This is an optimization exercise on Yosys and OpenROAD, whose aim is small area, not a production implementation. At most, simulation tests tie the RTL to the original design; equivalence was not proved. For run 5, only the layout was checked, not whether the RTL still works. Power is estimated from default activity; no workload was simulated.

===== flow/run.sh =====
#!/bin/bash
# Own layout flow: the standard ORFS flow (standard.sh, unchanged synthesis),
# with synthesis buffers removed at floorplan, single-drive port buffers, plain (not timing-driven) global placement and a
# clock tree of clkbuf_16 without dummy loads.
set -uo pipefail
cd "$(dirname "$0")/.."
bash standard.sh \
  "GPL_TIMING_DRIVEN=0" "REMOVE_ABC_BUFFERS=1" \
  "BUFFER_PORTS_ARGS=-buffer_cell sky130_fd_sc_hd__buf_1" \
  "CTS_ARGS=-sink_clustering_enable -repair_clock_nets -dont_use_dummy_load -buf_list sky130_fd_sc_hd__clkbuf_16 -sink_clustering_size 28 -sink_clustering_max_diameter 70" \
  finish > flow_make.log 2>&1
rc=$?
tail -40 flow_make.log
exit $rc

===== standard.sh =====
#!/bin/bash
# synth_recipe.tcl (not shown) runs the flow's synth.tcl, then flattens the netlist and writes it again
# the make line also repeats each setting of config.mk as NAME=value (left out here)
make -C /OpenROAD-flow-scripts/flow DESIGN_CONFIG=/design/flow/config.mk WORK_HOME=/design/flow/orfs CLKGATE_MAP_FILE= SYNTH_SCRIPT=/design/flow/synth_recipe.tcl "${@:-finish}"

===== config.mk =====
export PLATFORM = sky130hd
export DESIGN_NAME = trigCoincTop
export DESIGN_NICKNAME = trigCoincTop
export VERILOG_FILES = /design/flow/design.v
export SDC_FILE = /design/flow/constraint.sdc
export NUM_CORES = 4
export LEC_CHECK = 0
export CAP_MARGIN = 5
export CORE_MARGIN = 2
export CORE_UTILIZATION = 40
export SLEW_MARGIN = 5
export SYNTH_HIERARCHICAL = 1
export SYNTH_MINIMUM_KEEP_SIZE = 0

===== constraint.sdc =====
create_clock -name core_clock -period 5.0 [get_ports {proc_clk}]
set_input_delay 1.0000 -clock core_clock [delete_from_list [all_inputs] [get_ports {proc_clk}]]
set_output_delay 1.0000 -clock core_clock [all_outputs]
set_load 0.01 [all_outputs]

===== design.v =====
`default_nettype none
package trigPkg;
   localparam int NUM_LANES  = 4;
   localparam int LANE_WIDTH = 16;
   localparam int SUM_WIDTH  = 8;
   localparam int ADDR_WIDTH = 9;
   localparam int DATA_WIDTH = 32;
   localparam logic [DATA_WIDTH-1:0] SYS_REVISION = 32'hB100_0001;
   localparam logic [DATA_WIDTH-1:0] BLOCK_FILL   = 32'h0000_0123;
   localparam logic [ADDR_WIDTH-1:0] REG_CSR          = 9'h000;
   localparam logic [ADDR_WIDTH-1:0] REG_VERSION      = 9'h001;
   localparam logic [ADDR_WIDTH-1:0] REG_OUTBLOCK     = 9'h003;
   localparam logic [ADDR_WIDTH-1:0] REG_COINC_RESULT = 9'h005;
   localparam logic [ADDR_WIDTH-1:0] REG_CLEAR        = 9'h009;
   localparam logic [ADDR_WIDTH-1:0] REG_NUMTRIG_LO   = 9'h00A;
   localparam logic [ADDR_WIDTH-1:0] REG_NUMTRIG_HI   = 9'h00B;
   localparam logic [ADDR_WIDTH-1:0] REG_TICKS_LO     = 9'h00C;
   localparam logic [ADDR_WIDTH-1:0] REG_TICKS_HI     = 9'h00D;
   localparam logic [ADDR_WIDTH-1:0] REG_COINC_MASK   = 9'h108;
   localparam logic [ADDR_WIDTH-1:0] REG_MULT_MASK    = 9'h110;
   localparam logic [ADDR_WIDTH-1:0] REG_PATTERN      = 9'h118;
   localparam logic [ADDR_WIDTH-1:0] REG_THRESHOLD    = 9'h120;
   localparam logic [1:0] BLK_CONFIG  = 2'd0;
   localparam logic [1:0] BLK_RESULTS = 2'd1;
   localparam int SRC_FILL     = 0;
   localparam int SRC_CSR      = 1;
   localparam int SRC_OUTBLOCK = 2;
   localparam int SRC_RUN      = 3;
   localparam int SRC_VERSION  = 4;
   localparam int SRC_FLAGS    = 5;
   localparam int SRC_TRIG_LO  = 6;
   localparam int SRC_TRIG_HI  = 7;
   localparam int SRC_TICK_LO  = 8;
   localparam int SRC_TICK_HI  = 9;
   localparam int SRC_COINC    = 10;
   localparam int SRC_MULT     = 14;
   localparam int SRC_PAT      = 18;
   localparam int SRC_THR      = 22;
   localparam int SRC_SUM      = 26;
   localparam int RD_SRCS      = 30;
endpackage
`default_nettype wire
`timescale 1ns/1ps
`default_nettype none
import trigPkg::*;
module trigLane
#(
   parameter int LANE_WIDTH = trigPkg::LANE_WIDTH
)
(
   input  logic [LANE_WIDTH-1:0] laneIn,
   input  logic [LANE_WIDTH-1:0] coincMask,
   input  logic [LANE_WIDTH-1:0] multMask,
   input  logic [LANE_WIDTH-1:0] pattern,
   input  logic [SUM_WIDTH-1:0]  threshold,
   output logic                  coincHit,
   output logic                  multHit,
   output logic [4:0]            sum
);
   function automatic logic [1:0] fullAdd(input logic a, input logic b, input logic c);
      fullAdd = {(a & b) | (a & c) | (b & c), a ^ b ^ c};
   endfunction
   function automatic logic [4:0] popCount16(input logic [15:0] x);
      logic [1:0] l1 [5];
      logic [1:0] t1, t2, e, u1, u2, u3, g, v, w;
      for (int k = 0; k < 5; k++)
         l1[k] = fullAdd(x[3*k], x[3*k+1], x[3*k+2]);
      t1 = fullAdd(l1[0][0], l1[1][0], l1[2][0]);
      t2 = fullAdd(l1[3][0], l1[4][0], x[15]);
      e  = {t1[0] & t2[0], t1[0] ^ t2[0]};
      u1 = fullAdd(l1[0][1], l1[1][1], l1[2][1]);
      u2 = fullAdd(l1[3][1], l1[4][1], t1[1]);
      u3 = fullAdd(t2[1], e[1], u1[0]);
      g  = {u2[0] & u3[0], u2[0] ^ u3[0]};
      v  = fullAdd(u1[1], u2[1], u3[1]);
      w  = {v[0] & g[1], v[0] ^ g[1]};
      popCount16 = {v[1] & w[1], v[1] ^ w[1], w[0], g[0], e[0]};
   endfunction
   assign coincHit = (laneIn & coincMask) == pattern;
   assign sum      = popCount16(laneIn & multMask);
   assign multHit  = (threshold[7:5] == 3'd0) && (sum >= threshold[4:0]);
endmodule
`default_nettype wire
`timescale 1ns/1ps
`default_nettype none
import trigPkg::*;
module trigReadMux
(
   input  logic [RD_SRCS-1:0]      sel,
   input  logic [15:0]             csrReg,
   input  logic [1:0]              outBlock,
   input  logic [4*16-1:0]         coincMask,
   input  logic [4*16-1:0]         multMask,
   input  logic [4*16-1:0]         pattern,
   input  logic [4*8-1:0]          threshold,
   input  logic [4*5-1:0]          sum,
   input  logic [3:0]              coincHit,
   input  logic [3:0]              multHit,
   input  logic [63:0]             numTrig,
   input  logic [63:0]             runTicks,
   output logic [DATA_WIDTH-1:0]   rdNext
);
   always_comb
   begin
      rdNext = '0;
      rdNext |= {DATA_WIDTH{sel[SRC_FILL]}} & BLOCK_FILL;
      rdNext |= {DATA_WIDTH{sel[SRC_CSR]}} & DATA_WIDTH'(csrReg);
      rdNext |= {DATA_WIDTH{sel[SRC_OUTBLOCK]}} & DATA_WIDTH'(outBlock);
      for (int i = 0; i < 4; i++)
      begin
         rdNext |= {DATA_WIDTH{sel[SRC_COINC + i]}} & DATA_WIDTH'(coincMask[16*i +: 16]);
         rdNext |= {DATA_WIDTH{sel[SRC_MULT + i]}} & DATA_WIDTH'(multMask[16*i +: 16]);
         rdNext |= {DATA_WIDTH{sel[SRC_PAT + i]}} & DATA_WIDTH'(pattern[16*i +: 16]);
         rdNext |= {DATA_WIDTH{sel[SRC_THR + i]}} & DATA_WIDTH'(threshold[8*i +: 8]);
         rdNext |= {DATA_WIDTH{sel[SRC_SUM + i]}} & DATA_WIDTH'(sum[5*i +: 5]);
      end
      rdNext |= {DATA_WIDTH{sel[SRC_RUN]}} & DATA_WIDTH'(csrReg[0]);
      rdNext |= {DATA_WIDTH{sel[SRC_VERSION]}} & SYS_REVISION;
      rdNext |= {DATA_WIDTH{sel[SRC_FLAGS]}} & DATA_WIDTH'({4'd0, multHit, 4'd0, coincHit});
      rdNext |= {DATA_WIDTH{sel[SRC_TRIG_LO]}} & numTrig[31:0];
      rdNext |= {DATA_WIDTH{sel[SRC_TRIG_HI]}} & numTrig[63:32];
      rdNext |= {DATA_WIDTH{sel[SRC_TICK_LO]}} & runTicks[31:0];
      rdNext |= {DATA_WIDTH{sel[SRC_TICK_HI]}} & runTicks[63:32];
   end
endmodule
`default_nettype wire
`timescale 1ns/1ps
`default_nettype none
import trigPkg::*;
module trigCoincTop
#(
   parameter int NUM_LANES  = trigPkg::NUM_LANES,
   parameter int LANE_WIDTH = trigPkg::LANE_WIDTH
)
(
   input  logic                            proc_clk,
   input  logic                            rstN,
   input  logic                            busWrEn,
   input  logic                            busRdEn,
   input  logic [DATA_WIDTH/8-1:0]         busWstrb,
   input  logic [ADDR_WIDTH-1:0]           busAddr,
   input  logic [DATA_WIDTH-1:0]           busWrData,
   input  logic [NUM_LANES*LANE_WIDTH-1:0] trigIn,
   input  logic                            fastTrig,
   output logic [DATA_WIDTH-1:0]           rdData,
   output logic                            rdValid
);
   logic [15:0]           csrReg;
   logic [1:0]            outBlock;
   logic [LANE_WIDTH-1:0] coincMask [NUM_LANES];
   logic [LANE_WIDTH-1:0] multMask  [NUM_LANES];
   logic [LANE_WIDTH-1:0] pattern   [NUM_LANES];
   logic [SUM_WIDTH-1:0]  threshold [NUM_LANES];
   logic                  counterClr;
   logic [DATA_WIDTH-1:0] wrData;
   assign wrData = busWrData & {DATA_WIDTH{rstN}};
   function automatic logic wrByte(
      input logic [ADDR_WIDTH-1:0] addr,
      input int                    b
   );
      wrByte = !rstN || (busWrEn && busAddr == addr && busWstrb[b]);
   endfunction
   always_ff @(posedge proc_clk)
   begin
      for (int b = 0; b < 2; b++)
      begin
         if (wrByte(REG_CSR, b))
            csrReg[8*b +: 8] <= wrData[8*b +: 8];
      end
      if (wrByte(REG_OUTBLOCK, 0))
         outBlock <= wrData[1:0];
      for (int i = 0; i < NUM_LANES; i++)
      begin
         for (int b = 0; b < 2; b++)
         begin
            if (wrByte(REG_COINC_MASK + ADDR_WIDTH'(i), b))
               coincMask[i][8*b +: 8] <= wrData[8*b +: 8];
            if (wrByte(REG_MULT_MASK + ADDR_WIDTH'(i), b))
               multMask[i][8*b +: 8] <= wrData[8*b +: 8];
            if (wrByte(REG_PATTERN + ADDR_WIDTH'(i), b))
               pattern[i][8*b +: 8] <= wrData[8*b +: 8];
         end
         if (wrByte(REG_THRESHOLD + ADDR_WIDTH'(i), 0))
            threshold[i] <= wrData[7:0];
      end
   end
   always_ff @(posedge proc_clk)
   begin
      counterClr <= rstN && busWrEn && (busAddr == REG_CLEAR);
      rdValid    <= rstN && busRdEn;
   end
   logic [NUM_LANES-1:0] coincHit;
   logic [NUM_LANES-1:0] multHit;
   logic [4:0]           sum [NUM_LANES];
   for (genvar i = 0; i < NUM_LANES; i++)
   begin : genLane
      trigLane #(
         .LANE_WIDTH (LANE_WIDTH)
      ) uLane (
         .laneIn    (trigIn[i*LANE_WIDTH +: LANE_WIDTH]),
         .coincMask (coincMask[i]),
         .multMask  (multMask[i]),
         .pattern   (pattern[i]),
         .threshold (threshold[i]),
         .coincHit  (coincHit[i]),
         .multHit   (multHit[i]),
         .sum       (sum[i])
      );
   end
   logic        ftA;
   logic        ftB;
   logic [63:0] numTrig;
   logic [63:0] runTicks;
   always_ff @(posedge proc_clk)
   begin
      ftA <= rstN && fastTrig;
      ftB <= rstN && ftA;
   end
   logic        cntZero;
   logic [31:0] cntData;
   logic        ldTickLo, ldTickHi, ldTrigLo, ldTrigHi;
   logic [7:0]  tickSel;
   logic [7:0]  trigSel;
   logic [63:0] tickInc;
   logic [63:0] trigInc;
   assign cntZero  = !rstN || counterClr;
   assign cntData  = busWrData & {32{!cntZero}};
   assign ldTickLo = busWrEn && busAddr == REG_TICKS_LO;
   assign ldTickHi = busWrEn && busAddr == REG_TICKS_HI;
   assign ldTrigLo = busWrEn && busAddr == REG_NUMTRIG_LO;
   assign ldTrigHi = busWrEn && busAddr == REG_NUMTRIG_HI;
   for (genvar b = 0; b < 4; b++)
   begin : genSel
      assign tickSel[b]     = cntZero || (ldTickLo && busWstrb[b]);
      assign tickSel[b + 4] = cntZero || (ldTickHi && busWstrb[b]);
      assign trigSel[b]     = cntZero || (ldTrigLo && busWstrb[b]);
      assign trigSel[b + 4] = cntZero || (ldTrigHi && busWstrb[b]);
   end
   function automatic logic [63:0] inc64(input logic [63:0] q, input logic cin);
      logic c;
      for (int k = 0; k < 16; k++)
      begin
         c = cin;
         for (int j = 0; j < k; j++)
            c = c & (&q[4*j +: 4]);
         for (int i = 4*k; i < 4*k + 4; i++)
         begin
            inc64[i] = q[i] ^ c;
            c        = c & q[i];
         end
      end
   endfunction
   assign tickInc = inc64(runTicks, !(ldTickLo || ldTickHi));
   assign trigInc = inc64(numTrig, ftA && !ftB && !(ldTrigLo || ldTrigHi));
   always_ff @(posedge proc_clk)
   begin
      for (int i = 0; i < 64; i++)
      begin
         runTicks[i] <= tickSel[i/8] ? cntData[i%32] : tickInc[i];
         numTrig[i]  <= trigSel[i/8] ? cntData[i%32] : trigInc[i];
      end
   end
   logic cfgBlk, resBlk;
   logic [RD_SRCS-1:0]    rdSel;
   logic [DATA_WIDTH-1:0] rdNext;
   assign cfgBlk = outBlock == BLK_CONFIG;
   assign resBlk = outBlock == BLK_RESULTS;
   always_comb
   begin
      rdSel[SRC_FILL]     = outBlock[1];
      rdSel[SRC_CSR]      = cfgBlk && busAddr == REG_CSR;
      rdSel[SRC_OUTBLOCK] = cfgBlk && busAddr == REG_OUTBLOCK;
      rdSel[SRC_RUN]      = resBlk && busAddr == REG_CSR;
      rdSel[SRC_VERSION]  = resBlk && busAddr == REG_VERSION;
      rdSel[SRC_FLAGS]    = resBlk && busAddr == REG_COINC_RESULT;
      rdSel[SRC_TRIG_LO]  = resBlk && busAddr == REG_NUMTRIG_LO;
      rdSel[SRC_TRIG_HI]  = resBlk && busAddr == REG_NUMTRIG_HI;
      rdSel[SRC_TICK_LO]  = resBlk && busAddr == REG_TICKS_LO;
      rdSel[SRC_TICK_HI]  = resBlk && busAddr == REG_TICKS_HI;
      for (int i = 0; i < NUM_LANES; i++)
      begin
         rdSel[SRC_COINC + i] = cfgBlk && busAddr == REG_COINC_MASK + ADDR_WIDTH'(i);
         rdSel[SRC_MULT + i]  = cfgBlk && busAddr == REG_MULT_MASK + ADDR_WIDTH'(i);
         rdSel[SRC_PAT + i]   = cfgBlk && busAddr == REG_PATTERN + ADDR_WIDTH'(i);
         rdSel[SRC_THR + i]   = cfgBlk && busAddr == REG_THRESHOLD + ADDR_WIDTH'(i);
         rdSel[SRC_SUM + i]   = resBlk && busAddr == REG_MULT_MASK + ADDR_WIDTH'(i);
      end
   end
   trigReadMux uReadMux (
      .sel       (rdSel),
      .csrReg    (csrReg),
      .outBlock  (outBlock),
      .coincMask ({coincMask[3], coincMask[2], coincMask[1], coincMask[0]}),
      .multMask  ({multMask[3], multMask[2], multMask[1], multMask[0]}),
      .pattern   ({pattern[3], pattern[2], pattern[1], pattern[0]}),
      .threshold ({threshold[3], threshold[2], threshold[1], threshold[0]}),
      .sum       ({sum[3], sum[2], sum[1], sum[0]}),
      .coincHit  (coincHit),
      .multHit   (multHit),
      .numTrig   (numTrig),
      .runTicks  (runTicks),
      .rdNext    (rdNext)
   );
   always_ff @(posedge proc_clk)
   begin
      rdData <= rdNext;
   end
endmodule
`default_nettype wire

==> impl_metrics.tcl, run 1 <==
set metrics [dict create \
    status "no timing/DRC/antenna violations" \
    area_growth_pct 12.2 \
    holdWs_ns 0.465 \
    syn-cell-area_sq_mm 0.0203 \
    holdPathStages 1 \
    max-cap-violations 0 \
    final_cell_mix "edfxtp_1, dfxtp_1, nand2_1" \
    synthAdderAreaFrac_pct 12.4 \
    drive_above_1_share_pct 7.26 \
    io_buffers 146 \
    routed_wl_mm 73.3 \
    synthMuxAreaShare_pct 1.18 \
    post_dp_cell_area_sq_mm 0.0220 \
    gp_congestion 0.993 \
    cts_buffers 30 \
    rows 82 \
    ir_worst_vdd_mv 0.245 \
    yosys.area_share.simple_pct 15.2 \
    final_nets 2233 \
    rsz0062_at_grt "yes" \
    drv_slew 0 \
    synth_cell_type_count 52 \
    clock-sinks 406 \
    worstReg2RegStart "multMask[3][9]" \
    stdcell_area_sq_mm 0.0228 \
    min_path_type "register to register" \
    drt_pass1_iterations 6 \
    synth.avg_cell_area_sq_um 11.3 \
    crit_arrival_ns 5.30 \
    crit_chain "buf_1 -> and2_1 -> fa_1 -> inv_1 -> fa_1 -> inv_1 -> ha_1 -> fa_1 -> inv_1 -> fa_1 -> inv_1 -> ha_1 -> ha_1 -> ha_1 -> and2_1 -> o21ai_1 -> o21ai_2 -> a221oi_1 -> and3_1 -> nand4_1" \
    slowest_stage "fa_1" \
    reg2reg_slack_ns 0.25 \
    fmax_mhz 206 \
    synth_edf_count 242 \
    multi_input_area_sq_mm 0.00926 \
    async_flop_share_pct 0 \
    core_area_sq_mm 0.0502 \
    start_util_pct 40.6 \
    grt_pass1_vias 15406 \
    synth_ff_type "edfxtp_1" \
    root_buffer "clkbuf_16" \
    worstSetupStartpointType "primary input" \
    synth_compound_area_share_pct 11.8 \
    layout_commonest_cell "edfxtp_1" \
    holdPathEnd "ftB" \
    power_leakage_nw 8.87 \
    die_y_microns 230 \
    pin_count 147 \
    reg2reg_to "rdData[11]" \
    clk_pin_slew_worst_paths_ns 0.10 \
    fin_tns_setup_ns 0 \
    ctsHoldBuffers 0 \
    drt_iter0_markers 1731 \
    crit_path_end_kind "register" \
    min_period_ns 4.84 \
    crit_type "primary input to register" \
    num_antenna_cells 0 \
    synthCells 1804 \
    antenna_found_initial 3 \
    post-route-drc-count 0 \
    p_total_w 0.00725 \
    dieArea_sq_mm 0.0527 \
    gr-total-overflow 0 \
    clk_path_buf_depth 3 \
    hold_violations 0 \
    fillers 4673 \
    min_period_over_period_pct 96.9 \
    tightest_slew_ns 1.47 \
    grt_max_degree 54 \
    critical_path.max_stage_delay_ns 0.61 \
    critical_path.max_fanout 2 \
    track_usage_pct 27.4 \
    cts_tree "built" \
    powerDensity_mw_per_mm2 317 \
    vias 15708 \
    skew_ns 0.0428 \
    rr_worst_depth 19 \
    synth_top_family_by_area "simple AND/OR/NAND/NOR gates" \
    ys_seq_elements 406 \
    min_from "ftA" \
    setup_viol 0 \
    synth-xor-area-share_pct 4.28 \
    htreeDepth 1 \
    dp_hpwl_mm 57.0 \
    yosysSeqAreaShare_pct 51.8 \
    slew_headroom_pct 1.73 \
    final_antenna_net_count 0 \
    grt_pass1_wl_mm 104 \
    via_per_inst 6.01 \
    wl_per_cell_microns 28.1 \
    fin_util_pct 45.5 \
    ys_warn_count 19 \
    required_ns 5.46 \
    die_x_microns 230 \
    clk_latency_ns 0.62 \
    regArea_sq_mm 0.0106 \
]
cell families (layout without fill, tap and decap cells):
logic type | count (synthesis) | after routing
multiplexers | 24 | 24
XOR/XNOR | 96 | 96
buffers and inverters | 162 | 299
adder cells (fa/ha/maj) | 176 | 176
AND/OR/NAND/NOR | 591 | 591
flip-flops | 406 | 406
AO/OA/AOI/OAI | 349 | 349
how the worst max path moves through the flow:
stage,start,end,slack [ns],depth (start not counted)
after floorplan,rstN,runTicks[48],-0.17,3
after global placement,rstN,runTicks[57],-4.62,4
after detailed placement,trigIn[6],rdData[8],-0.78,19
after CTS,trigIn[25],rdData[9],0.002,20
after global routing,trigIn[41],rdData[10],-0.008,20
final,trigIn[25],rdData[9],0.16,20
per-stage QoR:
step	setup WS (ns)	std cells
2_1_floorplan	-0.167	1717
3_5_place_dp	-0.776	2583
3_3_place_gp	-4.62	2535
6_report	0.157	2613
5_1_grt	-0.00835	2613
4_1_cts	0.00161	2613
cell usage after synthesis, types with 13 or more instances:
cell	count	area, sq um
a221oi_1	32	280
a222oi_1	13	130
a22o_1	30	263
a22oi_1	110	826
and2_1	58	363
buf_1	13	48.8
buf_2	14	70.1
clkbuf_1	53	199
dfxtp_1	164	3280
edfxtp_1	242	7270
fa_1	44	881
ha_1	132	1650
inv_1	75	282
mux2i_1	24	240
nand2_1	155	582
nand2b_1	24	150
nand3_1	115	576
nand4_1	79	494
nor2_1	78	293
nor3_1	16	80.1
o21ai_0	132	661
xor2_1	80	701
Yosys stat by module, one instance, submodules excluded, excerpt:
module	times used	cells	area (sq um)
trigReadMux	1	309	2140
trigCoincTop	1	1103	15100
registers in the layout, indices dropped and copies added, names as in the netlist, 2 cells and up:
register,cells
threshold,32
csrReg,16
multMask,64
rdData,32
runTicks,64
pattern,64
coincMask,64
outBlock,2
numTrig,64
layer usage:
layer / part of all wire [%] / routed length (microns) / GRT usage, %
met2: 46 / 33800 / 44.1
met1: 39 / 28700 / 35.8
met3: 10 / 7650 / 6.25
met5: 0.031 / 23 / 0
met4: 4.3 / 3150 / 10.4
report_power, final:
part,internal [W],total [W],switching [W],leakage [nW]
registers,0.00373,0.00384,0.000111,3.66
clock network,0.00105,0.00220,0.00115,0.370
logic,0.000435,0.00120,0.000770,4.84
total,0.00522,0.00725,0.00203,8.87
worst max-delay path, delay by kind of cell:
kind	cells	cell delay (ns)
and+or+nand+nor	4	0.66
AOI/OAI and AO/OA	3	0.53
buffers and inverters	5	0.40
adders and majority gates	8	2.71
timing repair:
item | 4_1_cts | 5_1_grt
setup buffers | 0 | 0
gates resized for setup | 1 | 13
setup endpoints to repair | 1 | 4
hold endpoints to repair | 0 | 0
layout make-up:
class / instances / share of cell area (%)
Clock buffer: 30 / 3.29
Inverter: 75 / 1.23
Multi-Input combinational cell: 1236 / 40.6
Sequential cell: 406 / 46.2
Tap cell: 672 / 3.68
Timing Repair Buffer: 194 / 5.01
==> inputs of run 2 (changes only) <==
==> flow/run.sh (replaced) <==
#!/bin/bash
# Own layout flow: the standard ORFS flow (standard.sh, unchanged synthesis),
# with synthesis buffers removed at floorplan, single-drive port buffers, plain (not timing-driven) global placement and a
# clock tree of clkbuf_8 without dummy loads.
set -uo pipefail
cd "$(dirname "$0")/.."
bash standard.sh \
  "GPL_TIMING_DRIVEN=0" "REMOVE_ABC_BUFFERS=1" \
  "BUFFER_PORTS_ARGS=-buffer_cell sky130_fd_sc_hd__buf_1" \
  "CTS_ARGS=-sink_clustering_enable -repair_clock_nets -dont_use_dummy_load -buf_list sky130_fd_sc_hd__clkbuf_8 -sink_clustering_size 20 -sink_clustering_max_diameter 50" \
  finish > flow_make.log 2>&1
rc=$?
tail -40 flow_make.log
exit $rc
--- a/config.mk
+++ b/config.mk
@@ -7,6 +7,6 @@
 export LEC_CHECK = 0
-export CAP_MARGIN = 5
+export CAP_MARGIN = 20
 export CORE_MARGIN = 2
-export CORE_UTILIZATION = 40
-export SLEW_MARGIN = 5
+export CORE_UTILIZATION = 65
+export SLEW_MARGIN = 20
 export SYNTH_HIERARCHICAL = 1
==> impl_metrics.tcl, run 2 <==
set metrics [dict create \
    status "no timing/DRC/antenna violations" \
    io_buffers 146 \
    root_buffer "clkbuf_8" \
    powerDensity_mw_per_mm2 304 \
    cp_top_family "adder cells" \
    min_path_type "register to register" \
    hold_violations 0 \
    grt_pass1_wl_mm 95.9 \
    worstReg2RegStart "multMask[3][9]" \
    wirelength_met1_mm 23.9 \
    synthCells 1804 \
    die_y_microns 181 \
    layout_setup_ws_ns 0.156 \
    required_ns 5.41 \
    slew_headroom_pct 14.9 \
    final_nets 2229 \
    min_period_over_period_pct 96.9 \
    min_period_ns 4.84 \
    synth_compound_area_share_pct 11.8 \
    rows 64 \
    synth_cell_type_count 52 \
    fmax_mhz 206 \
    area_growth_pct 8.98 \
    power_leakage_nw 8.72 \
    drt_iter0_markers 2672 \
    yosysSeqAreaShare_pct 51.8 \
    dp.cells 2294 \
    drt_pass1_iterations 7 \
    track_usage_pct 40.1 \
    final_cell_mix "edfxtp_1, dfxtp_1, nand2_1" \
    grt_max_degree 45 \
    start_util_pct 66.4 \
    yosysTopAreaCellShare_pct 35.7 \
    slowest_stage "fa_1" \
    highest_layer "met4" \
    ir_worst_vdd_mv 0.242 \
    ys_warn_count 19 \
    wl_per_cell_microns 28.3 \
    post-route-drc-count 0 \
    crit_type "primary input to register" \
    clk_path_buf_depth 3 \
    max-cap-violations 0 \
    antenna_found_initial 0 \
    num_antenna_cells 0 \
    dr_wl_met3_mm 8.79 \
    final_antenna_net_count 0 \
    rsz0062_at_grt "no" \
    critPathBufInv 5 \
    grt_pass1_vias 15161 \
    gp_congestion 0.977 \
    vias 15932 \
    synth_edf_count 242 \
    core_area_sq_mm 0.0307 \
    async_flop_share_pct 0 \
    crit_chain "buf_1 -> and2_1 -> fa_1 -> inv_1 -> fa_1 -> inv_1 -> ha_1 -> fa_1 -> inv_1 -> fa_1 -> inv_1 -> ha_1 -> ha_1 -> ha_1 -> and2_1 -> o21ai_1 -> o21ai_2 -> a221oi_2 -> and3_1 -> nand4_1" \
    crit_arrival_ns 5.25 \
    ys_seq_elements 406 \
    crit_path_end_kind "register" \
    tightest_slew_ns 1.27 \
    skew_ns 0.0716 \
    syn-cell-area_sq_mm 0.0203 \
    synth.area.top_cells "edfxtp_1, dfxtp_1, ha_1" \
    met2WireLength_mm 29.8 \
    holdWs_ns 0.479 \
    synth.avg_cell_area_sq_um 11.3 \
    dp_hpwl_mm 50.7 \
    clk_latency_ns 0.59 \
    synth-xor-area-share_pct 4.28 \
    cts_tree "built" \
    synth_ff_type "edfxtp_1" \
    pin_count 147 \
    via_per_inst 6.83 \
    gr-total-overflow 0 \
    clock-sinks 406 \
    cts_buffers 39 \
    drive_above_1_share_pct 7.12 \
    fillers 2301 \
    p_total_w 0.00675 \
    worstSetupStartpointType "primary input" \
    routed_wl_mm 66.1 \
    critical_path.max_fanout 2 \
    ctsHoldBuffers 0 \
    min_from "ftA" \
    layout_commonest_cell "edfxtp_1" \
    cp-startpoint "trigIn[25]" \
    dieArea_sq_mm 0.0327 \
    stdcell_count 2333 \
    synthAdderAreaFrac_pct 12.4 \
    dpl_worst_slack_ns -0.589 \
    htreeDepth 2 \
    drv_slew 0 \
    synth_most_common_cell "edfxtp_1" \
    clk_pin_slew_worst_paths_ns 0.09 \
    synth_top_family_by_area "simple AND/OR/NAND/NOR gates" \
    yosys.area_share.simple_pct 15.2 \
    synth_common_cells "edfxtp_1, dfxtp_1, nand2_1, ha_1, o21ai_0" \
    die_x_microns 181 \
    setup_viol 0 \
    critical_path.max_stage_delay_ns 0.59 \
    synth_top_cell_by_area "edfxtp_1" \
    synthMuxAreaShare_pct 1.18 \
]
[run 2: cell counts after synthesis]
No cell type changed its count.
[run 2: cells by family after synthesis]
| group | after synthesis |
|---|---|
| flops | 406 |
| mux | 24 |
| buf+inv | 162 |
| compound gates | 349 |
| xor+xnor | 96 |
| fa+ha+maj | 176 |
| simple gates | 591 |
[run 2: per-layer routing]
layer,up-vias,track usage (%)
li1,6948,-
met1,7588,53.8
met2,1185,63.7
met5,-,0
met4,0,17.0
met3,211,8.49
[run 2: area by class of cell]
type	count	area, sq um	share of cell area, %
clock buffer	39	537	2.42
inverter	75	282	1.27
multi-input combinational	1236	9290	41.9
sequential	406	10600	47.6
tap	396	495	2.23
timing repair buffer	181	1020	4.59
[run 2: stage by stage]
step | utilization, % | instance area (sq um) | TNS [ns]
final | 72.3 | 22200 | 0
after global routing | 72.3 | 22200 | 0
after CTS | 72.3 | 22200 | 0
after detailed placement | 70.5 | 21600 | -1.86
after global placement | 68.5 | 21000 | -391.58
after floorplan | - | 20000 | -5.87
[run 2: worst paths after layout]
kind / slack (ns) / end / depth (start not counted)
worst min register to register: 0.48 / ftB / 1
worst max-delay path: 0.16 / rdData[9] / 20
worst max register to register: 0.23 / rdData[11] / 19
worst min-delay path: 0.48 / ftB / 1
[run 2: worst register-to-register path, stage by stage, from the launching register on]
cell      delay [ns]
edfxtp_1        0.47
and2_1          0.21
fa_1            0.53
inv_1           0.05
fa_1            0.53
inv_1           0.06
ha_1            0.20
fa_1            0.38
inv_1           0.07
fa_1            0.40
inv_1           0.07
ha_1            0.17
ha_1            0.29
ha_1            0.20
and2_1          0.13
o21ai_0         0.14
o21ai_1         0.17
a221oi_1        0.27
and3_1          0.19
nand4_1         0.11
[run 2: what timing repair did]
item	CTS	global route
pin swaps	0	0
setup endpoints to repair	1	4
gates resized for setup	1	6
setup buffers	0	0
cloned	0	0
[run 2: modules after synthesis, one instance, submodules excluded, a selection]
module	times used	cells
trigCoincTop	1	1103
trigReadMux	1	309
[run 2: where the power goes]
part | total (W) | switching (W) | internal (W)
Combinational | 0.00113 | 0.000707 | 0.000428
Sequential | 0.00385 | 0.000116 | 0.00373
Clock | 0.00176 | 0.00107 | 0.000698
Total | 0.00675 | 0.00189 | 0.00486
==> inputs of run 3 (changes only) <==
--- a/flow/run.sh
+++ b/flow/run.sh
@@ -9,3 +9,3 @@
   "BUFFER_PORTS_ARGS=-buffer_cell sky130_fd_sc_hd__buf_1" \
-  "CTS_ARGS=-sink_clustering_enable -repair_clock_nets -dont_use_dummy_load -buf_list sky130_fd_sc_hd__clkbuf_8 -sink_clustering_size 20 -sink_clustering_max_diameter 50" \
+  "CTS_ARGS=-sink_clustering_enable -repair_clock_nets -dont_use_dummy_load -buf_list sky130_fd_sc_hd__clkbuf_8 -sink_clustering_size 18 -sink_clustering_max_diameter 50" \
   finish > flow_make.log 2>&1
--- a/config.mk
+++ b/config.mk
@@ -9,3 +9,3 @@
 export CORE_MARGIN = 2
-export CORE_UTILIZATION = 65
+export CORE_UTILIZATION = 40
 export SLEW_MARGIN = 20
==> impl_metrics.tcl, run 3 <==
set metrics [dict create \
    status "no timing/DRC/antenna violations" \
    syn-cell-area_sq_mm 0.0203 \
    slew_headroom_pct 14.6 \
    synth.area.top_cells "edfxtp_1, dfxtp_1, ha_1" \
    rsz0062_at_grt "no" \
    grt_max_degree 34 \
    vias 15701 \
    dp_hpwl_mm 55.8 \
    io_buffers 146 \
    ir_worst_vdd_mv 0.198 \
    fin_tns_setup_ns 0 \
    clk_latency_ns 0.65 \
    comb_power_share_pct 17.2 \
    routed_wl_mm 74.1 \
    fin_util_pct 45.1 \
    holdPathStages 1 \
    pin_count 147 \
    multi_input_area_sq_mm 0.00936 \
    crit_arrival_ns 5.29 \
    ys_warn_count 19 \
    holdWs_ns 0.462 \
    pwr-share-clk_pct 28.2 \
    via_per_inst 6.01 \
    cp-startpoint "trigIn[25]" \
    seq_power_share_pct 54.6 \
    area_growth_pct 11.3 \
    crit_type "primary input to register" \
    antenna_found_initial 2 \
    regArea_sq_mm 0.0106 \
    min_from "ftA" \
    stdcell_area_sq_mm 0.0226 \
    fmax_mhz 208 \
    grt_pass1_vias 15441 \
    final_antenna_net_count 0 \
    powerDensity_mw_per_mm2 311 \
    tightest_slew_ns 1.28 \
    gp_congestion 0.993 \
    yosysSeqAreaShare_pct 51.8 \
    drive_above_1_share_pct 8.10 \
    layout_commonest_cell "edfxtp_1" \
    reg2reg_slack_ns 0.25 \
    min_period_ns 4.82 \
    grt_pass1_wl_mm 106 \
    hold_violations 0 \
    rows 82 \
    synth_common_cells "edfxtp_1, dfxtp_1, nand2_1, ha_1, o21ai_0" \
    post_dp_cell_area_sq_mm 0.0220 \
    final_cell_mix "edfxtp_1, dfxtp_1, nand2_1" \
    synthCells 1804 \
    power.internal_w 0.00498 \
    min_path_type "register to register" \
    setup_viol 0 \
    drv_slew 0 \
    synth.avg_cell_area_sq_um 11.3 \
    gr-total-overflow 0 \
    power_leakage_nw 8.76 \
    post-cts-setup-buffers 0 \
    yosysTopAreaCellShare_pct 35.7 \
    ctsHoldBuffers 0 \
    ys_seq_elements 406 \
    synth_edf_count 242 \
    skew_ns 0.0652 \
    max-cap-violations 0 \
    critical_path.max_fanout 2 \
    fillers 4715 \
    required_ns 5.47 \
    final_nets 2231 \
    synth_cell_type_count 52 \
    clk_pin_slew_worst_paths_ns 0.08 \
    rr_worst_depth 20 \
    start_util_pct 40.6 \
    cts_buffers 46 \
    htreeDepth 2 \
    holdPathEnd "ftB" \
    reg2reg_to "rdData[8]" \
    num_antenna_cells 0 \
    worstSetupStartpointType "primary input" \
    cts_tree "built" \
    synth_most_common_cell "edfxtp_1" \
    drt_iter0_markers 1805 \
    drt_pass1_iterations 7 \
    switching_share_pct 29.2 \
    core_area_sq_mm 0.0502 \
    clock-sinks 406 \
    die_x_microns 230 \
    dieArea_sq_mm 0.0527 \
    synth_top_cell_by_area "edfxtp_1" \
    post-route-drc-count 0 \
    wl_per_cell_microns 28.4 \
    async_flop_share_pct 0 \
    root_buffer "clkbuf_8" \
    track_usage_pct 27.8 \
    min_period_over_period_pct 96.3 \
    synth_ff_type "edfxtp_1" \
    crit_path_end_kind "register" \
    clk_path_buf_depth 3 \
    die_y_microns 230 \
    p_total_w 0.00704 \
    netSwitchingPower_w 0.00206 \
    worstReg2RegStart "multMask[0][9]" \
]
run 3: cell counts after synthesis:
Identical to the previous run, type by type.
run 3: worst max path at each step:
stage / slack, ns / depth (start not counted) / endpoint
detailed placement: -0.76 / 19 / rdData[8]
floorplan: -0.17 / 3 / runTicks[48]
finish: 0.18 / 20 / rdData[9]
global placement: -4.62 / 4 / runTicks[57]
global route: 0.001 / 20 / rdData[10]
CTS: 0.02 / 20 / rdData[9]
run 3: critical path: stages:
cell,delay [ns]
buf_1,0.12
and2_1,0.17
fa_1,0.53
inv_1,0.06
fa_1,0.61
inv_1,0.07
ha_1,0.20
fa_1,0.39
inv_1,0.09
fa_1,0.41
inv_1,0.06
ha_1,0.15
ha_1,0.18
ha_1,0.25
and2_1,0.16
o21ai_1,0.14
o21ai_2,0.12
a221oi_1,0.24
and3_1,0.19
nand4_1,0.14
run 3: logic make-up after synthesis:
kind of cell	share of synthesized area, %
flip-flops	51.8
buffers and inverters	3.28
multiplexers	1.18
adder cells (fa/ha/maj)	12.4
XOR/XNOR	4.28
AO/OA/AOI/OAI	11.8
AND/OR/NAND/NOR	15.2
run 3: power by group through the flow:
stage,sequential [W],combinational (W),clock [W]
after floorplan,0.00387,0.000662,0
after global placement,0.00391,0.00113,0
after detailed placement,0.00391,0.00118,0
after CTS,0.00384,0.00119,0.00200
after global routing,0.00386,0.00131,0.00211
final,0.00384,0.00121,0.00198
run 3: routing by layer:
layer	vias up	GRT usage [%]	share of wire (%)	wire length, microns
li1	6945	-	-	-
met1	7756	36.5	40	29900
met2	844	44.1	45	33500
met3	154	6.39	10	7410
met4	2	11.7	4.4	3230
met5	-	0	0.022	16
run 3: final cells by class:
type,instances,share of cell area [%]
clock buffer,46,2.80
inverter,75,1.24
multi-input combinational,1236,41.3
sequential,406,46.6
tap,672,3.71
timing repair buffer,176,4.32
run 3: stage by stage:
stage               cells  setup slack, ns
finish               2611            0.183
global route         2611          0.00139
CTS                  2611           0.0182
detailed placement   2565           -0.763
global placement     2535            -4.62
floorplan            1717           -0.167
run 3: timing repair:
| action | CTS | global route |
|---|---|---|
| gates resized for setup | 1 | 11 |
| pin swaps | 0 | 0 |
| endpoints found under the hold margin | 0 | 0 |
| setup endpoints to repair | 1 | 4 |
run 3: Yosys stat by module (local to each module, per instance), a selection:
module	flip-flops and latches	copies in the design	area, sq um	cells
trigCoincTop	406	1	15100	1103
trigReadMux	0	1	2140	309
==> inputs of run 4 (changes only) <==
--- a/design.v
+++ b/design.v
@@ -60,3 +60,6 @@
    function automatic logic [1:0] fullAdd(input logic a, input logic b, input logic c);
-      fullAdd = {(a & b) | (a & c) | (b & c), a ^ b ^ c};
+      fullAdd = {(a & b) | (c & (a ^ b)), (a ^ b) ^ c};
+   endfunction
+   function automatic logic [1:0] halfAdd(input logic a, input logic b);
+      halfAdd = {a & b, a ^ b};
    endfunction
@@ -64,15 +67,23 @@
       logic [1:0] l1 [5];
-      logic [1:0] t1, t2, e, u1, u2, u3, g, v, w;
+      logic [1:0] a1, a2, d1, b0, g1, g2, f, m, p, q;
       for (int k = 0; k < 5; k++)
          l1[k] = fullAdd(x[3*k], x[3*k+1], x[3*k+2]);
-      t1 = fullAdd(l1[0][0], l1[1][0], l1[2][0]);
-      t2 = fullAdd(l1[3][0], l1[4][0], x[15]);
-      e  = {t1[0] & t2[0], t1[0] ^ t2[0]};
-      u1 = fullAdd(l1[0][1], l1[1][1], l1[2][1]);
-      u2 = fullAdd(l1[3][1], l1[4][1], t1[1]);
-      u3 = fullAdd(t2[1], e[1], u1[0]);
-      g  = {u2[0] & u3[0], u2[0] ^ u3[0]};
-      v  = fullAdd(u1[1], u2[1], u3[1]);
-      w  = {v[0] & g[1], v[0] ^ g[1]};
-      popCount16 = {v[1] & w[1], v[1] ^ w[1], w[0], g[0], e[0]};
+      a1 = fullAdd(l1[0][0], l1[1][0], l1[2][0]);
+      a2 = fullAdd(l1[3][0], l1[4][0], x[15]);
+      d1 = fullAdd(l1[0][1], l1[1][1], l1[2][1]);
+      b0 = halfAdd(a1[0], a2[0]);
+      g1 = fullAdd(a1[1], a2[1], d1[0]);
+      g2 = halfAdd(l1[3][1], l1[4][1]);
+      f  = fullAdd(b0[1], g1[0], g2[0]);
+      m  = fullAdd(d1[1], g1[1], g2[1]);
+      p  = halfAdd(f[1], m[0]);
+      q  = halfAdd(p[1], m[1]);
+      popCount16 = {q[1], q[0], p[0], f[0], b0[0]};
+   endfunction
+   function automatic logic atLeast5(input logic [4:0] a, input logic [4:0] b);
+      logic ge;
+      ge = a[0] | !b[0];
+      for (int i = 1; i < 5; i++)
+         ge = (a[i] & !b[i]) | ((a[i] | !b[i]) & ge);
+      atLeast5 = ge;
    endfunction
@@ -80,3 +91,3 @@
    assign sum      = popCount16(laneIn & multMask);
-   assign multHit  = (threshold[7:5] == 3'd0) && (sum >= threshold[4:0]);
+   assign multHit  = (threshold[7:5] == 3'd0) && atLeast5(sum, threshold[4:0]);
 endmodule
--- a/flow/run.sh
+++ b/flow/run.sh
@@ -9,3 +9,3 @@
   "BUFFER_PORTS_ARGS=-buffer_cell sky130_fd_sc_hd__buf_1" \
-  "CTS_ARGS=-sink_clustering_enable -repair_clock_nets -dont_use_dummy_load -buf_list sky130_fd_sc_hd__clkbuf_8 -sink_clustering_size 18 -sink_clustering_max_diameter 50" \
+  "CTS_ARGS=-sink_clustering_enable -repair_clock_nets -dont_use_dummy_load -buf_list sky130_fd_sc_hd__clkbuf_8 -sink_clustering_size 20 -sink_clustering_max_diameter 50" \
   finish > flow_make.log 2>&1
--- a/config.mk
+++ b/config.mk
@@ -9,3 +9,3 @@
 export CORE_MARGIN = 2
-export CORE_UTILIZATION = 40
+export CORE_UTILIZATION = 65
 export SLEW_MARGIN = 20
==> impl_metrics.tcl, run 4 <==
set metrics [dict create \
    gr-total-overflow 0 \
    reg2reg_to "rdData[11]" \
    worstSetupStartpointType "primary input" \
    fmax_mhz 201 \
    tightest_slew_ns 1.30 \
    clk_latency_ns 0.59 \
    synthCells 1758 \
    final_cell_mix "edfxtp_1, nand2_1, dfxtp_1" \
    synth_top_cell_by_area "edfxtp_1" \
    cts_tree "built" \
    root_buffer "clkbuf_8" \
    dieArea_sq_mm 0.0320 \
    num_antenna_cells 0 \
    ctsHoldBuffers 0 \
    drt_iter0_markers 2201 \
    yosysTopAreaCellShare_pct 36.5 \
    rr_worst_depth 15 \
    antenna_found_initial 0 \
    endpoint "rdData[11]" \
    min_period_over_period_pct 99.3 \
    stdcell_count 2288 \
    htreeDepth 2 \
    synth_common_cells "edfxtp_1, nand2_1, dfxtp_1, o21ai_0, nand3_1" \
    wl_per_cell_microns 27.7 \
    worstReg2RegStart "multMask[3][9]" \
    synth_ff_type "edfxtp_1" \
    cp-startpoint "trigIn[57]" \
    drive_above_1_share_pct 6.34 \
    synth_edf_count 242 \
    post-cts-setup-buffers 0 \
    required_ns 5.52 \
    layout_commonest_cell "edfxtp_1" \
    routed_wl_mm 63.4 \
    core_area_sq_mm 0.0303 \
    fin_util_pct 71.4 \
    clk_pin_slew_worst_paths_ns 0.11 \
    synth_most_common_cell "edfxtp_1" \
    die_y_microns 179 \
    slew_headroom_pct 12.9 \
    reg2reg_slack_ns 0.21 \
    grt_max_degree 46 \
    dp.cells 2251 \
    yosysSeqAreaShare_pct 53.0 \
    clock-sinks 406 \
    min_period_ns 4.97 \
    synth.area.top_cells "edfxtp_1, dfxtp_1, ha_1" \
    min_path_type "register to register" \
    crit_type "primary input to register" \
    synth_cell_type_count 51 \
    final_nets 2164 \
    crit_path_end_kind "register" \
    ys_warn_count 19 \
    die_x_microns 179 \
    clk_path_buf_depth 3 \
    drt_pass1_iterations 5 \
    via_per_inst 6.82 \
    powerDensity_mw_per_mm2 304 \
    post-route-drc-count 0 \
    hold_violations 0 \
    power_leakage_nw 8.30 \
    synth.avg_cell_area_sq_um 11.3 \
    io_buffers 146 \
    setup_viol 0 \
    drv_slew 0 \
    dp_hpwl_mm 48.7 \
    ys_seq_elements 406 \
    async_flop_share_pct 0 \
    gp_congestion 1.01 \
    start_util_pct 65.6 \
    critical_path.max_fanout 3 \
    final_antenna_net_count 0 \
    rows 64 \
    grt_pass1_wl_mm 92.6 \
    rsz0062_at_grt "no" \
    skew_ns 0.0686 \
    grt_pass1_vias 14703 \
    vias 15606 \
    syn-cell-area_sq_mm 0.0199 \
    pin_count 147 \
    ir_worst_vdd_mv 0.237 \
    max-cap-violations 0 \
    crit_arrival_ns 5.48 \
    cts_buffers 37 \
    status "no timing/DRC/antenna violations" \
    track_usage_pct 40.4 \
    area_growth_pct 8.84 \
]
==> run 4: cell types whose count changed after synthesis, sizes merged, moves of 3 or more <==
cell / previous run / this run
a21oi: 12 / 8
nor4: 14 / 10
ha: 132 / 112
maj3: 0 / 8
nor2: 78 / 81
inv: 75 / 51
nand4: 83 / 88
mux2i: 24 / 16
and2: 63 / 36
o22ai: 0 / 4
or3: 2 / 6
nand2: 155 / 174
a221oi: 35 / 39
a21o: 4 / 0
==> run 4: metrics by stage <==
step / TNS [ns] / worst slack, ns / total power [W] / hold slack (ns) / instance area (sq um)
final: 0 / 0.0349 / 0.00659 / 0.467 / 21700
after global routing: 0 / 0.00676 / 0.00680 / 0.508 / 21700
after CTS: 0 / 0.0686 / 0.00656 / 0.473 / 21600
after detailed placement: -1.21 / -0.513 / 0.00492 / 0.450 / 21100
after global placement: -435.88 / -4.31 / 0.00487 / 0.444 / 20600
after floorplan: -6.13 / -0.199 / 0.00448 / 0.436 / 19500
==> run 4: layout make-up <==
| type | instances | area (sq um) |
|---|---|---|
| sequential | 406 | 10600 |
| multi-input combinational | 1217 | 8910 |
| fill | 2266 | 8690 |
| timing repair buffer | 181 | 1000 |
| clock buffer | 37 | 509 |
| tap | 396 | 495 |
| inverter | 51 | 191 |
==> run 4: repair_timing <==
item | CTS | global route
gates resized for setup | 0 | 1
hold endpoints to repair | 0 | 0
endpoints found under the setup margin | 0 | 1
==> run 4: critical path, stage by stage <==
cell      delay [ns]
buf_1           0.10
and2_1          0.19
fa_1            0.54
inv_1           0.06
fa_1            0.49
fa_1            0.53
inv_1           0.06
fa_1            0.42
ha_1            0.23
ha_1            0.41
nor2_1          0.07
maj3_1          0.34
nor3_1          0.47
a221oi_1        0.21
and3_1          0.27
nand4_1         0.08
==> run 4: power by group <==
part / internal, W / switching [W]
Sequential: 0.00373 / 0.000124
Clock: 0.000664 / 0.00104
Combinational: 0.000381 / 0.000645
==> run 4: kinds of logic (layout without fill, tap and decap cells) <==
logic type	Yosys count	count (layout)	synth area share (%)
flip-flops	406	406	53.0
multiplexers	16	16	0.805
buffers and inverters	135	269	2.77
AO/OA/AOI/OAI	349	349	12.2
XOR/XNOR	96	96	4.23
adder cells (fa/ha/maj)	164	164	11.9
AND/OR/NAND/NOR	592	592	15.1
==> run 4: worst min path at each step <==
stage / start / slack (ns) / end / depth (start not counted)
4_1_cts: ftA / 0.47 / ftB / 1
6_report: ftA / 0.47 / ftB / 1
5_1_grt: numTrig[63] / 0.51 / rdData[31] / 2
3_5_place_dp: ftA / 0.45 / ftB / 1
2_1_floorplan: ftA / 0.44 / ftB / 1
3_3_place_gp: ftA / 0.44 / ftB / 1
==> run 4: modules after synthesis, one instance, submodules excluded, excerpt <==
module / area [sq um] / copies in the design / flops+latches / cells
trigCoincTop: 15000 / 1 / 406 / 1097
trigReadMux: 2140 / 1 / 0 / 309
==> run 4: per-layer routing <==
layer / share of wire [%] / vias to the layer above / track usage (%) / wire length, microns
met2: 45 / 1120 / 62.7 / 28800
met5: 0 / - / 0 / 0
met3: 14 / 163 / 11.0 / 8700
met4: 4.7 / 0 / 16.4 / 2980
li1: - / 6838 / - / -
met1: 36 / 7485 / 54.0 / 22900
==> inputs of run 5 (changes only) <==
--- a/design.v
+++ b/design.v
@@ -60,3 +60,3 @@
    function automatic logic [1:0] fullAdd(input logic a, input logic b, input logic c);
-      fullAdd = {(a & b) | (c & (a ^ b)), (a ^ b) ^ c};
+      fullAdd = {(a & b) | (a & c) | (b & c), a ^ b ^ c};
    endfunction
==> flow/run.sh (replaced) <==
#!/bin/bash
# Own layout flow: the standard ORFS flow (standard.sh, unchanged synthesis),
# with synthesis buffers removed at floorplan, single-drive port buffers, plain (not timing-driven) global placement and a
# clock tree of clkbuf_4 without dummy loads.
set -uo pipefail
cd "$(dirname "$0")/.."
bash standard.sh \
  "GPL_TIMING_DRIVEN=0" "REMOVE_ABC_BUFFERS=1" \
  "BUFFER_PORTS_ARGS=-buffer_cell sky130_fd_sc_hd__buf_1" \
  "CTS_ARGS=-sink_clustering_enable -repair_clock_nets -dont_use_dummy_load -buf_list sky130_fd_sc_hd__clkbuf_4 -sink_clustering_size 9 -sink_clustering_max_diameter 35" \
  finish > flow_make.log 2>&1
rc=$?
tail -40 flow_make.log
exit $rc
==> impl_metrics.tcl, run 5 <==
set metrics [dict create \
    reg2reg_slack_ns 0.46 \
    core_area_sq_mm 0.0305 \
    final_cell_mix "edfxtp_1, dfxtp_1, nand2_1" \
    die_x_microns 180 \
    skew_ns 0.106 \
    dpl_worst_slack_ns -0.199 \
    fmax_mhz 220 \
    start_util_pct 65.7 \
    grt_pass1_vias 15851 \
    post-route-drc-count 0 \
    syn-cell-area_sq_mm 0.0201 \
    synthCells 1781 \
    final_nets 2224 \
    min_period_over_period_pct 90.9 \
    clock-sinks 406 \
    antenna_found_initial 3 \
    synth_ff_type "edfxtp_1" \
    post_dp_cell_area_sq_mm 0.0214 \
    rows 64 \
    rsz0062_at_grt "no" \
    crit_chain "buf_1 -> and2_1 -> fa_1 -> inv_1 -> fa_1 -> fa_1 -> inv_1 -> fa_1 -> ha_1 -> ha_1 -> nor3b_1 -> a21oi_1 -> a21oi_1 -> a221oi_1 -> and3_1 -> nand4_1" \
    async_flop_share_pct 0 \
    root_buffer "clkbuf_4" \
    fin_tns_setup_ns 0 \
    drt_pass1_iterations 6 \
    hold_violations 0 \
    min_path_type "register to register" \
    power_leakage_nw 8.51 \
    synth_cell_type_count 51 \
    vias 16254 \
    clk_path_buf_depth 3 \
    io_buffers 146 \
    max-cap-violations 0 \
    post-cts-setup-buffers 0 \
    htreeDepth 3 \
    cts_tree "built" \
    via_per_inst 6.91 \
    layout_commonest_cell "edfxtp_1" \
    gp_congestion 1.04 \
    grt_pass1_wl_mm 98.1 \
    area_growth_pct 9.12 \
    critPathBufInv 3 \
    synth_most_common_cell "edfxtp_1" \
    dp_hpwl_mm 51.0 \
    comb_power_share_pct 15.9 \
    crit_path_end_kind "register" \
    synth.area.top_cells "edfxtp_1, dfxtp_1, ha_1" \
    tightest_slew_ns 1.21 \
    status "no timing/DRC/antenna violations" \
    drv_slew 0 \
    track_usage_pct 41.3 \
    synth_common_cells "edfxtp_1, dfxtp_1, nand2_1, o21ai_0, nand3_1" \
    ys_seq_elements 406 \
    power.internal_w 0.00471 \
    routed_wl_mm 66.9 \
    p_total_w 0.00665 \
    min_period_ns 4.54 \
    cp_top_family "adder cells" \
    grt_max_degree 47 \
    wl_per_cell_microns 28.5 \
    slew_headroom_pct 18.9 \
    critical_path.max_fanout 3 \
    switching_share_pct 29.1 \
    ctsHoldBuffers 0 \
    clk_pin_slew_worst_paths_ns 0.09 \
    die_y_microns 180 \
    ys_warn_count 19 \
    holdWs_ns 0.440 \
    slowest_stage "fa_1" \
    stdcell_area_sq_mm 0.0219 \
    cts_resized 0 \
    layout_setup_ws_ns 0.457 \
    seq_power_share_pct 57.9 \
    powerDensity_mw_per_mm2 304 \
    critical_path.max_stage_delay_ns 0.57 \
    drt_iter0_markers 2517 \
    pwr-share-clk_pct 26.2 \
    synth_edf_count 242 \
    synth.avg_cell_area_sq_um 11.3 \
    clk_latency_ns 0.75 \
    required_ns 5.51 \
    cts_buffers 68 \
    crit_type "primary input to register" \
    crit_arrival_ns 5.05 \
    setup_viol 0 \
    synth_top_cell_by_area "edfxtp_1" \
    dieArea_sq_mm 0.0323 \
    pin_count 147 \
    netSwitchingPower_w 0.00194 \
    drive_above_1_share_pct 8.30 \
    ir_worst_vdd_mv 0.174 \
    yosysSeqAreaShare_pct 52.6 \
    crit_path_frequent_cell "fa_1" \
    final_antenna_net_count 0 \
    gr-total-overflow 0 \
    worstSetupStartpointType "primary input" \
    yosysTopAreaCellShare_pct 36.2 \
]
## run 5: path summary, 6_finish.rpt
path | start | to | depth (start not counted)
setup / recovery | trigIn[28] | rdData[9] | 16
hold / removal | runTicks[62] | rdData[30] | 2
setup reg to reg | multMask[3][0] | rdData[11] | 15
hold reg to reg | runTicks[62] | rdData[30] | 2
## run 5: per-module statistics from Yosys (local to each module, per instance), excerpt
module        cells  area, sq um  times used  flops+latches
trigCoincTop   1096        15000           1            406
trigReadMux     309         2140           1              0
## run 5: final cells by class
type	instances	area (sq um)
tap	396	495
fill	2322	8620
antenna	4	10.0
inverter	71	267
clock buffer	68	510
timing repair buffer	187	1050
multi-input combinational	1220	9000
sequential	406	10600
## run 5: power by group through the flow
stage	Clock (W)	Sequential, W	Combinational (W)
after detailed placement	0	0.00392	0.00102
after floorplan	0	0.00387	0.000574
final	0.00174	0.00385	0.00106
after global routing	0.00189	0.00386	0.00113
after global placement	0	0.00391	0.000964
after CTS	0.00174	0.00384	0.00103
## run 5: metal layers
layer,share of wire [%],vias to the layer above,GRT usage [%]
li1,-,6984,-
met5,0,-,0
met4,5.9,0,20.7
met1,35,7736,54.0
met2,45,1293,64.7
met3,14,241,10.2
## run 5: worst register-to-register path, stage by stage (launching register included)
cell	delay (ns)
edfxtp_1	0.49
and2_1	0.23
fa_1	0.48
fa_1	0.56
inv_1	0.05
fa_1	0.48
inv_1	0.05
fa_1	0.39
ha_1	0.21
ha_1	0.34
nor3b_1	0.20
a21oi_1	0.07
a21oi_1	0.43
a221oi_1	0.15
and3_1	0.25
nand4_1	0.10
## run 5: cells by family (layout without fill, tap and decap cells)
group,count (synthesis),after routing,share of synthesized area (%)
flip-flops,406,406,52.6
AND/OR/NAND/NOR,587,587,15.4
AO/OA/AOI/OAI,365,365,12.4
buffers and inverters,155,326,3.12
multiplexers,16,16,0.799
adder cells (fa/ha/maj),156,156,11.4
XOR/XNOR,96,96,4.34
other,0,4,0
## run 5: metrics by stage
stage               util (%)  instances
detailed placement      70.0       2280
finish                  71.7       2352
global placement        68.0       2239
floorplan                  -       1697
CTS                     71.7       2348
global route            71.7       2350
==> inputs of run 6 (changes only) <==
--- a/design.v
+++ b/design.v
@@ -60,3 +60,3 @@
    function automatic logic [1:0] fullAdd(input logic a, input logic b, input logic c);
-      fullAdd = {(a & b) | (a & c) | (b & c), a ^ b ^ c};
+      fullAdd = {(a & b) | (c & (a ^ b)), (a ^ b) ^ c};
    endfunction
==> impl_metrics.tcl, run 6 <==
set metrics [dict create \
    status "no timing/DRC/antenna violations" \
    root_buffer "clkbuf_4" \
    drt_iter0_markers 2330 \
    dieArea_sq_mm 0.0320 \
    power_leakage_nw 8.34 \
    grt_pass1_vias 15081 \
    grt_pass1_wl_mm 93.4 \
    post-route-drc-count 0 \
    grt_max_degree 46 \
    skew_ns 0.103 \
    pin_count 147 \
    min_from "ftA" \
    slew_headroom_pct 19.6 \
    multi_input_area_sq_mm 0.00891 \
    drt_pass1_iterations 7 \
    synth_most_common_cell "edfxtp_1" \
    dp.cells 2251 \
    yosysSeqAreaShare_pct 53.0 \
    gp_congestion 1.01 \
    clk_latency_ns 0.72 \
    crit_arrival_ns 5.42 \
    area_growth_pct 8.82 \
    synth_cell_type_count 51 \
    track_usage_pct 40.8 \
    ir_worst_vdd_mv 0.242 \
    gr-total-overflow 0 \
    fmax_mhz 209 \
    synth_ff_type "edfxtp_1" \
    min_period_ns 4.78 \
    final_cell_mix "edfxtp_1, nand2_1, dfxtp_1" \
    via_per_inst 6.80 \
    max-cap-violations 0 \
    synthCells 1758 \
    layout_commonest_cell "edfxtp_1" \
    synth.avg_cell_area_sq_um 11.3 \
    cts_buffers 67 \
    synth_top_cell_by_area "edfxtp_1" \
    die_x_microns 179 \
    htreeDepth 3 \
    cp-startpoint "trigIn[57]" \
    fin_tns_setup_ns 0 \
    required_ns 5.64 \
    rows 64 \
    stdcell_count 2319 \
    regArea_sq_mm 0.0106 \
    drv_slew 0 \
    synth_edf_count 242 \
    worstReg2RegStart "multMask[3][9]" \
    reg2reg_slack_ns 0.25 \
    vias 15765 \
    wl_per_cell_microns 27.6 \
    start_util_pct 65.6 \
    syn-cell-area_sq_mm 0.0199 \
    setup_viol 0 \
    antenna_found_initial 1 \
    ys_seq_elements 406 \
    final_antenna_net_count 0 \
    async_flop_share_pct 0 \
    post-cts-setup-buffers 0 \
    drive_above_1_share_pct 7.80 \
    tightest_slew_ns 1.20 \
    synth.area.top_cells "edfxtp_1, dfxtp_1, ha_1" \
    clk_path_buf_depth 3 \
    crit_type "primary input to register" \
    cts_tree "built" \
    ys_warn_count 19 \
    yosysTopAreaCellShare_pct 36.5 \
    min_path_type "register to register" \
    min_period_over_period_pct 95.6 \
    worstSetupStartpointType "primary input" \
    fillers 2268 \
    core_area_sq_mm 0.0303 \
    die_y_microns 179 \
    synth_common_cells "edfxtp_1, nand2_1, dfxtp_1, o21ai_0, nand3_1" \
    hold_violations 0 \
    clock-sinks 406 \
    dp_hpwl_mm 48.7 \
    powerDensity_mw_per_mm2 305 \
    crit_path_end_kind "register" \
    io_buffers 146 \
    final_nets 2194 \
    critical_path.max_fanout 3 \
    clk_pin_slew_worst_paths_ns 0.07 \
    holdWs_ns 0.460 \
    routed_wl_mm 64.0 \
    rsz0062_at_grt "no" \
]
-- run 6: cell families after synthesis --
| logic type | after synthesis | share of synthesized area, % |
|---|---|---|
| AOI/OAI and AO/OA | 349 | 12.2 |
| adders and majority gates | 164 | 11.9 |
| DFF | 406 | 53.0 |
| buffers and inverters | 135 | 2.77 |
| muxes | 16 | 0.805 |
| xor gates and xnor gates | 96 | 4.23 |
| and+or+nand+nor | 592 | 15.1 |
-- run 6: worst paths after layout --
check	to	depth (start not counted)
worst min-delay path	ftB	1
worst max register to register	rdData[11]	15
worst min register to register	ftB	1
worst max-delay path	rdData[11]	16
-- run 6: stage by stage --
stage	cell area, sq um	utilization [%]	power, W	setup WS [ns]
after floorplan	19500	-	0.00448	-0.199
after global placement	20600	67.8	0.00487	-4.31
after detailed placement	21100	69.7	0.00492	-0.513
after CTS	21600	71.3	0.00656	0.168
after global routing	21700	71.3	0.00684	0.160
final	21700	71.3	0.00660	0.221
-- run 6: area by class of cell --
class | instances | area share (%)
Clock buffer | 67 | 2.32
Inverter | 51 | 0.884
Sequential cell | 406 | 48.7
Antenna cell | 1 | 0.0116
Timing Repair Buffer | 181 | 4.62
Tap cell | 396 | 2.29
Multi-Input combinational cell | 1217 | 41.1
-- run 6: modules after synthesis (local to each module, per instance), excerpt --
| module | cells inside | flops+latches | copies in the design |
|---|---|---|---|
| trigCoincTop | 1097 | 406 | 1 |
| trigReadMux | 309 | 0 | 1 |
-- run 6: layer usage --
| metal | GRT usage [%] | up-vias | part of all wire [%] |
|---|---|---|---|
| met5 | 0 | - | 0 |
| met4 | 16.9 | 0 | 4.8 |
| met3 | 12.3 | 171 | 14 |
| met2 | 62.4 | 1173 | 45 |
| met1 | 54.3 | 7509 | 36 |
| li1 | - | 6912 | - |
-- run 6: report_power, final --
part / switching, W / leakage (nW) / internal [W] / total [W]
sequential: 0.000123 / 3.66 / 0.00373 / 0.00386
combinational: 0.000651 / 4.38 / 0.000382 / 0.00103
clock: 0.00109 / 0.308 / 0.000617 / 0.00171
total: 0.00187 / 8.34 / 0.00473 / 0.00660
-- run 6: worst max-delay path, cell delays in order --
cell and delay (ns):
buf_1 0.10, and2_1 0.19, fa_1 0.54, inv_1 0.06, fa_1 0.50, fa_1 0.53, inv_1 0.06, fa_1 0.42
ha_1 0.23, ha_1 0.41, nor2_1 0.07, maj3_1 0.34, nor3_1 0.40, a221oi_1 0.20, and3_1 0.26, nand4_1 0.09
-- run 6: what timing repair did --
item / in CTS / in global routing
hold buffers: 0 / 0
resized for setup: 0 / 1
hold endpoints to repair: 0 / 0
setup endpoints to repair: 0 / 1
==> inputs of run 7 (changes only) <==
--- a/config.mk
+++ b/config.mk
@@ -9,3 +9,3 @@
 export CORE_MARGIN = 2
-export CORE_UTILIZATION = 65
+export CORE_UTILIZATION = 78
 export SLEW_MARGIN = 20
==> impl_metrics.tcl, run 7 <==
set metrics [dict create \
    pin_count 147 \
    skew_ns 0.0747 \
    min_period_ns 4.90 \
    synthAdderAreaFrac_pct 11.9 \
    worstSetupStartpointType "register" \
    fin_util_pct 85.7 \
    stdcell_count 2248 \
    wl_per_cell_microns 29.7 \
    synth_common_cells "edfxtp_1, nand2_1, dfxtp_1, o21ai_0, nand3_1" \
    die_y_microns 164 \
    gp_congestion 1.08 \
    yosysTopAreaCellShare_pct 36.5 \
    post-cts-setup-buffers 0 \
    core_area_sq_mm 0.0251 \
    synth-xor-area-share_pct 4.23 \
    root_buffer "clkbuf_4" \
    max-cap-violations 0 \
    via_per_inst 7.51 \
    layout_setup_ws_ns 0.0999 \
    hold_violations 0 \
    grt_pass1_wl_mm 97.5 \
    drt_iter0_markers 3401 \
    htreeDepth 2 \
    synthCells 1758 \
    routed_wl_mm 66.8 \
    cts_buffers 57 \
    synth_edf_count 242 \
    drv_slew 0 \
    min_from "busRdEn" \
    holdPathEnd "rdValid" \
    synth_most_common_cell "edfxtp_1" \
    antenna_found_initial 3 \
    tightest_slew_ns 1.26 \
    synth_top_family_by_area "simple AND/OR/NAND/NOR gates" \
    synth_top_cell_by_area "edfxtp_1" \
    vias 16891 \
    status "no timing/DRC/antenna violations" \
    synth_compound_area_share_pct 12.2 \
    grt_pass1_vias 16179 \
    io_buffers 146 \
    track_usage_pct 50.2 \
    rows 58 \
    required_ns 5.67 \
    clk_pin_slew_worst_paths_ns 0.10 \
    final_nets 2188 \
    synthMuxAreaShare_pct 0.805 \
    reg2reg_slack_ns 0.1 \
    synth.area.top_cells "edfxtp_1, dfxtp_1, ha_1" \
    fmax_mhz 204 \
    dpl_worst_slack_ns -0.567 \
    crit_arrival_ns 5.57 \
    drt_pass1_iterations 8 \
    ir_worst_vdd_mv 0.268 \
    reg2reg_to "rdData[11]" \
    ctsHoldBuffers 0 \
    start_util_pct 79.2 \
    dieArea_sq_mm 0.0268 \
    grt_use_met3_pct 19.3 \
    clk_path_buf_depth 3 \
    drive_above_1_share_pct 7.41 \
    fillers 1265 \
    syn-cell-area_sq_mm 0.0199 \
    crit_type "register to register" \
    setup_viol 0 \
    async_flop_share_pct 0 \
    grt.busiest_layer "met2" \
    grt_use_met2_pct 74.1 \
    final_cell_mix "edfxtp_1, nand2_1, dfxtp_1" \
    ys_seq_elements 406 \
    crit_path_end_kind "register" \
    gr-total-overflow 0 \
    rsz0062_at_grt "no" \
    critical_path.max_fanout 3 \
    clock-sinks 406 \
    dp_hpwl_mm 50.5 \
    holdPathStages 2 \
    post-route-drc-count 0 \
    powerDensity_mw_per_mm2 303 \
    rr_worst_depth 15 \
    dp.cells 2188 \
    layout_commonest_cell "edfxtp_1" \
    grt_max_degree 47 \
    fin_tns_setup_ns 0 \
    use_met1_pct 63.4 \
    die_x_microns 164 \
    clk_latency_ns 0.75 \
    cts_tree "built" \
    synth_cell_type_count 51 \
    yosys.area_share.simple_pct 15.1 \
    synth.avg_cell_area_sq_um 11.3 \
    area_growth_pct 8.10 \
    synth_ff_type "edfxtp_1" \
    power_leakage_nw 8.32 \
    ys_warn_count 19 \
    holdWs_ns 0.435 \
    final_antenna_net_count 0 \
    min_path_type "primary input to register" \
    worstReg2RegStart "multMask[3][11]" \
    min_period_over_period_pct 98.0 \
    yosysSeqAreaShare_pct 53.0 \
    slew_headroom_pct 15.8 \
]
==> run 7: cell counts after synthesis <==
Identical to the previous run, type by type.
==> run 7: power breakdown <==
| group | total (W) | switching [W] | internal [W] | leakage, nW |
|---|---|---|---|---|
| clock | 0.00159 | 0.00107 | 0.000519 | 0.262 |
| combinational | 0.00106 | 0.000678 | 0.000383 | 4.40 |
| sequential | 0.00386 | 0.000131 | 0.00373 | 3.66 |
| total | 0.00652 | 0.00188 | 0.00463 | 8.32 |
==> run 7: modules after synthesis (local to each module, per instance), a selection <==
module	flops+latches	times used	cells inside
trigCoincTop	406	1	1097
trigReadMux	0	1	309
==> run 7: timing repair <==
action,in CTS,in global routing
setup endpoints to repair,0,1
hold endpoints to repair,0,0
resized for setup,0,1
==> run 7: worst max-delay path by stage <==
stage	slack (ns)	startpoint	to
after global placement	-3.86	rstN	numTrig[26]
after CTS	0.17	multMask[1][9]	rdData[9]
after global routing	0.08	multMask[3][9]	rdData[11]
final	0.1	multMask[3][11]	rdData[11]
after detailed placement	-0.57	trigIn[25]	rdData[9]
after floorplan	-0.20	rstN	runTicks[58]
==> run 7: layer usage <==
| layer | vias to the layer above | part of all wire [%] |
|---|---|---|
| li1 | 6905 | - |
| met3 | 380 | 18 |
| met4 | 2 | 7.9 |
| met2 | 1737 | 43 |
| met1 | 7867 | 32 |
| met5 | - | 0.018 |
==> run 7: layout make-up <==
class	count	area, sq um	share of cell area [%]
sequential	406	10600	49.1
multi-input combinational	1217	8880	41.3
timing repair buffer	185	1030	4.81
clock buffer	57	428	1.99
tap	330	413	1.92
inverter	51	191	0.890
antenna	2	5.00	0.0233
==> run 7: stage by stage <==
stage	total power, W	cell area (sq um)
CTS	0.00642	21500
finish	0.00652	21500
detailed placement	0.00493	21100
floorplan	0.00448	19500
global placement	0.00485	20500
global route	0.00670	21500
==> run 7: worst max-delay path: stages (launching register included) <==
cell and delay (ns):
edfxtp_1 0.42, and2_1 0.21, fa_1 0.50, inv_1 0.06, fa_1 0.59, fa_1 0.56, inv_1 0.10, fa_1 0.42
ha_1 0.22, ha_1 0.39, nor2_1 0.07, maj3_1 0.35, nor3_1 0.38, a221oi_1 0.20, and3_1 0.28, nand4_1 0.09
==> run 7: kinds of logic (layout without fill, tap and decap cells) <==
family	count (synthesis)	after routing
mux	16	16
other cells	0	2
simple gates	592	592
buf+inv	135	293
xor+xnor	96	96
compound gates	349	349
flops	406	406
fa+ha+maj	164	164

Check on run 7: ideal ports give 0.100 ns setup slack; a clkbuf_16 on the clock port and buf_2 on the inputs give 0.100 ns; moving port delays by the midpoint clock arrival (0.761 ns) as well gives -0.621 ns.
